This is an optimization exercise on Yosys and OpenROAD, whose aim is small area and a short achievable clock period, not a production implementation. At most, simulation tests tie the RTL to the original design; equivalence was not proved. No activity file was given, so power comes from the tool's default toggle rates.

==> inputs of harbor <==
==> flow/design.v (excerpt) <==
module dcache_dm (
  input  logic        CLK,
  input  logic        nRST,
  input  logic        halt,
  input  logic        dmemREN,
  input  logic        dmemWEN,
  input  logic        datomic,
  input  logic [31:0] dmemaddr,
  input  logic [31:0] dmemstore,
  output logic        dhit,
  output logic [31:0] dmemload,
  output logic        dREN,
  output logic        dWEN,
  output logic [31:0] daddr,
  output logic [31:0] dstore,
  input  logic        dwait,
  input  logic [31:0] dload,
  output logic        flushed
);
==> module dcache_dm, before the edit <==
module dcache_dm (
  input  logic        CLK,
  input  logic        nRST,
  input  logic        halt,
  input  logic        dmemREN,
  input  logic        dmemWEN,
  input  logic        datomic,
  input  logic [31:0] dmemaddr,
  input  logic [31:0] dmemstore,
  output logic        dhit,
  output logic [31:0] dmemload,
  output logic        dREN,
  output logic        dWEN,
  output logic [31:0] daddr,
  output logic [31:0] dstore,
  input  logic        dwait,
  input  logic [31:0] dload,
  output logic        flushed
);
  logic s_idle, s_wb0, s_wb1, s_ld0, s_ld1, s_flush, s_fwb0, s_fwb1, s_done, s_fl;
  logic [7:0]  valid, dirty;
  logic [25:0] tags   [8];
  logic [31:0] words0 [8];
  logic [31:0] words1 [8];
  logic [2:0]  cnt;
  logic [25:0] req_tag;
  logic [2:0]  req_idx;
  logic        req_off;
  logic        req, hit, miss, do_write;
  assign req_tag = dmemaddr[31:6];
  assign req_idx = dmemaddr[5:3];
  assign req_off = dmemaddr[2];
  assign req     = dmemREN | dmemWEN;
  logic [2:0]  ridx;
  logic        roff;
  logic [25:0] rtag;
  logic [31:0] rword;
  assign ridx  = s_fl ? cnt : req_idx;
  assign roff  = s_idle ? req_off : (s_wb1 | s_fwb1);
  assign rtag  = tags[ridx];
  assign rword = roff ? words1[ridx] : words0[ridx];
  assign hit  = s_idle && req && valid[req_idx] && (rtag == req_tag);
  assign miss = s_idle && req && !hit && !halt;
  logic [31:0] link;
  logic        link_valid;
  logic        link_eq, sc_ok;
  assign link_eq  = (link == dmemaddr);
  assign sc_ok    = link_valid && link_eq;
  assign do_write = hit && dmemWEN && (!datomic || sc_ok);
  always_ff @(posedge CLK or negedge nRST) begin
    if (!nRST)                              link_valid <= 1'b0;
    else if (hit && !dmemWEN && datomic)    link_valid <= 1'b1;
    else if (do_write && link_eq)           link_valid <= 1'b0;
  end
  always_ff @(posedge CLK) begin
    if (hit && !dmemWEN && datomic) link <= dmemaddr;
  end
  logic fl_last, fl_clean;
  assign fl_last  = (cnt == 3'd7);
  assign fl_clean = !dirty[cnt];
  always_ff @(posedge CLK or negedge nRST) begin
    if (!nRST) begin
      s_idle  <= 1'b1;
      s_wb0   <= 1'b0;
      s_wb1   <= 1'b0;
      s_ld0   <= 1'b0;
      s_ld1   <= 1'b0;
      s_flush <= 1'b0;
      s_fwb0  <= 1'b0;
      s_fwb1  <= 1'b0;
      s_done  <= 1'b0;
      s_fl    <= 1'b0;
    end else begin
      s_idle  <= s_idle ? (!halt && !miss) : (s_ld1 && !dwait);
      s_wb0   <= (miss && dirty[req_idx]) || (s_wb0 && dwait);
      s_wb1   <= (s_wb0 && !dwait) || (s_wb1 && dwait);
      s_ld0   <= (miss && !dirty[req_idx]) || (s_wb1 && !dwait) || (s_ld0 && dwait);
      s_ld1   <= (s_ld0 && !dwait) || (s_ld1 && dwait);
      s_flush <= (s_idle && halt) || (s_flush && fl_clean && !fl_last) ||
                 (s_fwb1 && !dwait && !fl_last);
      s_fwb0  <= (s_flush && !fl_clean) || (s_fwb0 && dwait);
      s_fwb1  <= (s_fwb0 && !dwait) || (s_fwb1 && dwait);
      s_done  <= s_done || (s_flush && fl_clean && fl_last) || (s_fwb1 && !dwait && fl_last);
      s_fl    <= (s_idle && halt) || (s_flush && !(fl_clean && fl_last)) || s_fwb0 ||
                 (s_fwb1 && !(!dwait && fl_last));
    end
  end
  assign dhit     = hit;
  assign dmemload = dmemWEN ? {31'b0, datomic & sc_ok} : rword;
  assign dstore   = rword;
  assign dREN     = s_ld0 | s_ld1;
  assign dWEN     = s_wb0 | s_wb1 | s_fwb0 | s_fwb1;
  assign daddr    = {rtag, ridx, (s_wb1 | s_ld1 | s_fwb1), 2'b00};
  assign flushed  = s_done;
  logic [31:0] wdata;
  logic        we0, we1, ld_done, tag_we;
  assign wdata   = s_idle ? dmemstore : dload;
  assign ld_done = s_ld1 && !dwait;
  assign we0     = (do_write && !req_off) || (s_ld0 && !dwait);
  assign we1     = (do_write &&  req_off) || ld_done;
  assign tag_we  = (s_idle && req && !dirty[req_idx]) || (s_wb1 && !dwait);
  always_ff @(posedge CLK) begin
    for (int i = 0; i < 8; i++) begin
      if (we0 && req_idx == i)    words0[i] <= wdata;
      if (we1 && req_idx == i)    words1[i] <= wdata;
      if (tag_we && req_idx == i) tags[i]   <= req_tag;
    end
  end
  always_ff @(posedge CLK or negedge nRST) begin
    if (!nRST) begin
      valid <= '0;
      dirty <= '0;
    end else begin
      for (int i = 0; i < 8; i++) begin
        if (ld_done && req_idx == i) begin
          valid[i] <= 1'b1;
          dirty[i] <= 1'b0;
        end else if (do_write && req_idx == i) begin
          dirty[i] <= 1'b1;
        end else if (s_fwb1 && !dwait && cnt == i) begin
          dirty[i] <= 1'b0;
        end
      end
    end
  end
  always_ff @(posedge CLK or negedge nRST) begin
    if (!nRST) begin
      cnt <= '0;
    end else if ((s_flush && fl_clean) || (s_fwb1 && !dwait)) begin
      if (!fl_last) cnt <= cnt + 3'd1;
    end
  end
endmodule
export LEC_CHECK = 0
export ABC_AREA = 1
export CAP_MARGIN = 20
export CORE_MARGIN = 2
export CORE_UTILIZATION = 60
export CTS_CLUSTER_DIAMETER = 80
export CTS_CLUSTER_SIZE = 30
export SETUP_SLACK_MARGIN = 1.9
export SLEW_MARGIN = 20
create_clock -name core_clock -period 6.5 [get_ports {CLK}]
standard.sh (not shown) runs the stock make flow with config.mk's settings and CLKGATE_MAP_FILE= SYNTH_SCRIPT=/design/flow/synth_recipe.tcl, a recipe that flattens the netlist after the stock synthesis.
==> flow/flow/run.sh <==
#!/bin/bash
# Standard layout, with the ports buffered by buf_4 cells instead of the default buffer
# and no dummy loads in the clock tree.
set -e
export BUFFER_PORTS_ARGS="-buffer_cell sky130_fd_sc_hd__buf_4"
export CTS_ARGS="-sink_clustering_enable -repair_clock_nets -sink_clustering_size 30 -sink_clustering_max_diameter 80 -dont_use_dummy_load"
bash standard.sh > standard_flow.log 2>&1
==> willow: changes against harbor <==
==> flow/design.v (replaced) <==
module dcache_dm (
  input  logic        CLK,
  input  logic        nRST,
  input  logic        halt,
  input  logic        dmemREN,
  input  logic        dmemWEN,
  input  logic        datomic,
  input  logic [31:0] dmemaddr,
  input  logic [31:0] dmemstore,
  output logic        dhit,
  output logic [31:0] dmemload,
  output logic        dREN,
  output logic        dWEN,
  output logic [31:0] daddr,
  output logic [31:0] dstore,
  input  logic        dwait,
  input  logic [31:0] dload,
  output logic        flushed
);
  localparam logic [3:0] IDLE  = 4'd0,
                         WB0   = 4'd1,
                         WB1   = 4'd2,
                         LD0   = 4'd3,
                         LD1   = 4'd4,
                         FLUSH = 4'd5,
                         FWB0  = 4'd6,
                         FWB1  = 4'd7,
                         DONE  = 4'd8;
  logic [3:0]  state, next_state;
  logic [7:0]  valid, dirty;
  logic [25:0] tags   [8];
  logic [31:0] words0 [8];
  logic [31:0] words1 [8];
  logic [2:0]  cnt;
  logic [25:0] req_tag;
  logic [2:0]  req_idx;
  logic        req_off;
  logic        req, hit, do_write;
  assign req_tag = dmemaddr[31:6];
  assign req_idx = dmemaddr[5:3];
  assign req_off = dmemaddr[2];
  assign req     = dmemREN | dmemWEN;
  logic st_idle, st_ld0, st_ld1, st_wb1, st_fl;
  assign st_idle = (state == IDLE);
  assign st_ld0  = (state == LD0);
  assign st_ld1  = (state == LD1);
  assign st_wb1  = (state == WB1) || (state == FWB1);
  assign st_fl   = (state == FLUSH) || (state == FWB0) || (state == FWB1);
  logic [2:0]  ridx;
  logic        roff;
  logic [25:0] rtag;
  logic [31:0] rword;
  assign ridx  = st_fl ? cnt : req_idx;
  assign roff  = st_idle ? req_off : st_wb1;
  assign rtag  = tags[ridx];
  assign rword = roff ? words1[ridx] : words0[ridx];
  assign hit = st_idle && req && valid[req_idx] && (rtag == req_tag);
  logic [31:0] link;
  logic        link_valid;
  logic        link_eq, sc_ok;
  assign link_eq  = (link == dmemaddr);
  assign sc_ok    = link_valid && link_eq;
  assign do_write = hit && dmemWEN && (!datomic || sc_ok);
  always_ff @(posedge CLK or negedge nRST) begin
    if (!nRST)                              link_valid <= 1'b0;
    else if (hit && !dmemWEN && datomic)    link_valid <= 1'b1;
    else if (do_write && link_eq)           link_valid <= 1'b0;
  end
  always_ff @(posedge CLK) begin
    if (hit && !dmemWEN && datomic) link <= dmemaddr;
  end
  always_ff @(posedge CLK or negedge nRST) begin
    if (!nRST) state <= IDLE;
    else       state <= next_state;
  end
  always_comb begin
    next_state = state;
    case (state)
      IDLE: begin
        if (halt)             next_state = FLUSH;
        else if (req && !hit) next_state = dirty[req_idx] ? WB0 : LD0;
      end
      WB0:  if (!dwait) next_state = WB1;
      WB1:  if (!dwait) next_state = LD0;
      LD0:  if (!dwait) next_state = LD1;
      LD1:  if (!dwait) next_state = IDLE;
      FLUSH: begin
        if (dirty[cnt])        next_state = FWB0;
        else if (cnt == 3'd7)  next_state = DONE;
      end
      FWB0: if (!dwait) next_state = FWB1;
      FWB1: if (!dwait) next_state = (cnt == 3'd7) ? DONE : FLUSH;
      DONE: next_state = DONE;
      default: next_state = IDLE;
    endcase
  end
  assign dhit     = hit;
  assign dmemload = dmemWEN ? {31'b0, datomic & sc_ok} : rword;
  assign dstore   = rword;
  assign dREN     = st_ld0 || st_ld1;
  assign dWEN     = (state == WB0) || (state == WB1) || (state == FWB0) || (state == FWB1);
  assign daddr    = {rtag, ridx, (st_wb1 || st_ld1), 2'b00};
  assign flushed  = (state == DONE);
  logic [31:0] wdata;
  logic        we0, we1, ld_done, tag_we;
  assign wdata   = st_idle ? dmemstore : dload;
  assign ld_done = st_ld1 && !dwait;
  assign we0     = (do_write && !req_off) || (st_ld0 && !dwait);
  assign we1     = (do_write &&  req_off) || ld_done;
  assign tag_we  = (st_idle && req && !dirty[req_idx]) || (state == WB1 && !dwait);
  always_ff @(posedge CLK) begin
    for (int i = 0; i < 8; i++) begin
      if (we0 && req_idx == i)     words0[i] <= wdata;
      if (we1 && req_idx == i)     words1[i] <= wdata;
      if (tag_we && req_idx == i)  tags[i]   <= req_tag;
    end
  end
  always_ff @(posedge CLK or negedge nRST) begin
    if (!nRST) begin
      valid <= '0;
      dirty <= '0;
    end else begin
      for (int i = 0; i < 8; i++) begin
        if (ld_done && req_idx == i) begin
          valid[i] <= 1'b1;
          dirty[i] <= 1'b0;
        end else if (do_write && req_idx == i) begin
          dirty[i] <= 1'b1;
        end else if (state == FWB1 && !dwait && cnt == i) begin
          dirty[i] <= 1'b0;
        end
      end
    end
  end
  always_ff @(posedge CLK or negedge nRST) begin
    if (!nRST) begin
      cnt <= '0;
    end else if ((state == FLUSH && !dirty[cnt]) || (state == FWB1 && !dwait)) begin
      if (cnt != 3'd7) cnt <= cnt + 3'd1;
    end
  end
endmodule
==> flow/run.sh (new file) <==
#!/bin/bash
# synth_recipe.tcl (not shown) runs the flow's synth.tcl, then flattens the netlist and writes it again
# the make line also repeats each setting of config.mk as NAME=value (left out here)
make -C /OpenROAD-flow-scripts/flow DESIGN_CONFIG=/design/flow/config.mk WORK_HOME=/design/flow/orfs CLKGATE_MAP_FILE= SYNTH_SCRIPT=/design/flow/synth_recipe.tcl finish
--- a/flow/config.mk
+++ b/flow/config.mk
@@ -8,8 +8,8 @@
 export ABC_AREA = 1
 export CAP_MARGIN = 20
 export CORE_MARGIN = 2
-export CORE_UTILIZATION = 60
+export CORE_UTILIZATION = 50
 export CTS_CLUSTER_DIAMETER = 80
 export CTS_CLUSTER_SIZE = 30
-export SETUP_SLACK_MARGIN = 1.9
+export SETUP_SLACK_MARGIN = 2.5
 export SLEW_MARGIN = 20
removed: flow/flow/run.sh
removed: flow/standard.sh
==> raven: changes against harbor <==
--- a/flow/design.v
+++ b/flow/design.v
@@ -22,7 +22,6 @@
   logic [25:0] tags   [8];
   logic [31:0] words0 [8];
   logic [31:0] words1 [8];
-  logic [2:0]  cnt;
   logic [25:0] req_tag;
   logic [2:0]  req_idx;
   logic        req_off;
@@ -31,14 +30,22 @@
   assign req_idx = dmemaddr[5:3];
   assign req_off = dmemaddr[2];
   assign req     = dmemREN | dmemWEN;
-  logic [2:0]  ridx;
+  logic [7:0]  fsel, rsel;
+  logic [2:0]  cnt;
   logic        roff;
   logic [25:0] rtag;
   logic [31:0] rword;
-  assign ridx  = s_fl ? cnt : req_idx;
-  assign roff  = s_idle ? req_off : (s_wb1 | s_fwb1);
-  assign rtag  = tags[ridx];
-  assign rword = roff ? words1[ridx] : words0[ridx];
+  always_comb begin
+    rtag  = '0;
+    rword = '0;
+    for (int i = 0; i < 8; i++) begin
+      rsel[i] = fsel[i] | (!s_fl && req_idx == i);
+      rtag    = rtag  | ({26{rsel[i]}} & tags[i]);
+      rword   = rword | ({32{rsel[i] && !roff}} & words0[i]) | ({32{rsel[i] && roff}} & words1[i]);
+    end
+  end
+  assign cnt  = {|fsel[7:4], |{fsel[7:6], fsel[3:2]}, |{fsel[7], fsel[5], fsel[3], fsel[1]}};
+  assign roff = s_idle ? req_off : (s_wb1 | s_fwb1);
   assign hit  = s_idle && req && valid[req_idx] && (rtag == req_tag);
   assign miss = s_idle && req && !hit && !halt;
   logic [31:0] link;
@@ -56,8 +63,8 @@
     if (hit && !dmemWEN && datomic) link <= dmemaddr;
   end
   logic fl_last, fl_clean;
-  assign fl_last  = (cnt == 3'd7);
-  assign fl_clean = !dirty[cnt];
+  assign fl_last  = fsel[7];
+  assign fl_clean = !(|(dirty & fsel));
   always_ff @(posedge CLK or negedge nRST) begin
     if (!nRST) begin
       s_idle  <= 1'b1;
@@ -90,7 +97,7 @@
   assign dstore   = rword;
   assign dREN     = s_ld0 | s_ld1;
   assign dWEN     = s_wb0 | s_wb1 | s_fwb0 | s_fwb1;
-  assign daddr    = {rtag, ridx, (s_wb1 | s_ld1 | s_fwb1), 2'b00};
+  assign daddr    = {rtag, (s_fl ? cnt : req_idx), (s_wb1 | s_ld1 | s_fwb1), 2'b00};
   assign flushed  = s_done;
   logic [31:0] wdata;
   logic        we0, we1, ld_done, tag_we;
@@ -117,7 +124,7 @@
           dirty[i] <= 1'b0;
         end else if (do_write && req_idx == i) begin
           dirty[i] <= 1'b1;
-        end else if (s_fwb1 && !dwait && cnt == i) begin
+        end else if (s_fwb1 && !dwait && fsel[i]) begin
           dirty[i] <= 1'b0;
         end
       end
@@ -125,9 +132,11 @@
   end
   always_ff @(posedge CLK or negedge nRST) begin
     if (!nRST) begin
-      cnt <= '0;
+      fsel <= '0;
+    end else if (s_idle && halt) begin
+      fsel <= 8'd1;
     end else if ((s_flush && fl_clean) || (s_fwb1 && !dwait)) begin
-      if (!fl_last) cnt <= cnt + 3'd1;
+      fsel <= {fsel[6:0], 1'b0};
     end
   end
 endmodule
--- a/flow/config.mk
+++ b/flow/config.mk
@@ -5,11 +5,11 @@
 export SDC_FILE = /design/flow/constraint.sdc
 export NUM_CORES = 4
 export LEC_CHECK = 0
-export ABC_AREA = 1
+export ABC_AREA = 0
 export CAP_MARGIN = 20
 export CORE_MARGIN = 2
 export CORE_UTILIZATION = 60
 export CTS_CLUSTER_DIAMETER = 80
 export CTS_CLUSTER_SIZE = 30
-export SETUP_SLACK_MARGIN = 1.9
+export SETUP_SLACK_MARGIN = 2.0
 export SLEW_MARGIN = 20
==> comparison table <==
Fill cell instance count of the final layout: raven 3294; willow 4339; harbor 3614
Total met3 wirelength after detailed routing: raven 13300 microns; willow 11300 microns; harbor 7610 microns
Clock transition at the register clock pins on the worst setup and hold paths after CTS: raven 60 ps; willow 100 ps; harbor 80 ps
CP Data Arrival Time: raven 3640 ps; willow 3570 ps; harbor 3350 ps
Maximum operating frequency: raven 0.202 GHz; willow 0.205 GHz; harbor 0.215 GHz
Depth of the most critical reg-to-reg path: raven 11; willow 28; harbor 21
Run status: raven complete, no violations; willow complete, no violations; harbor complete, no violations
Non-Filler Instances: raven 3011; willow 3726; harbor 3261
Setup slack on the worst flop-to-flop path: raven 2170 ps; willow 2180 ps; harbor 2120 ps
Shortest period the worst path allows: raven 4940 ps; willow 4870 ps; harbor 4650 ps
Share of synthesized flip-flops with an asynchronous set or reset: raven 4.45%; willow 3.09%; harbor 3.84%
IR drop worst, VDD: raven 0.422 mV; willow 0.269 mV; harbor 0.347 mV
Vias in the first global route: raven 20103; willow 21559; harbor 20094
Largest fanout on the critical path: raven 15; willow 6; harbor 8
Final WL: raven 99500 microns; willow 111000 microns; harbor 90000 microns
Post-Synth Simple-Gate Area: raven 7.91%; willow 13.0%; harbor 12.0%
Met3 Usage GRT: raven 8.92%; willow 3.80%; harbor 4.46%
Crit Reg-Reg Endpoint: raven words0[3][14]; willow words0[2][5]; harbor words1[2][19]
Fraction of power consumed by sequential logic: raven 36.7%; willow 36.8%; harbor 47.2%
Only the layout flow was run in willow and raven; the RTL was not checked for function there.

## static timing again, ports no longer ideal
In the flow no input, the clock included, has a driving cell. The finished layouts below were timed again as built, in two steps. Step 1: set_driving_cell puts a clkbuf_16 on CLK and a buf_2 on each other input, an assumption about the parent block. Step 2, shift: input delay + t, output delay - t, t = (earliest + latest rising clock arrival at the registers) / 2. This alone moves slack from input paths to output paths. Slacks: ideal / step 1 / step 2; pairs: ideal / step 1.
run	t (ns)	setup slack, ns	worst hold slack (ns)
harbor	0.644	1.849 / 1.804 / 1.471	0.460 / 0.460 / 0.460
willow	0.658	1.630 / 1.570 / 1.510	0.482 / 0.482 / 0.482
raven	0.625	1.558 / 1.368 / 1.368	0.477 / 0.477 / 0.477
After both steps every run listed still meets setup and hold. The setup slack of harbor, which loses most, moves by -0.045 ns with the drivers and by -0.378 ns with both steps.
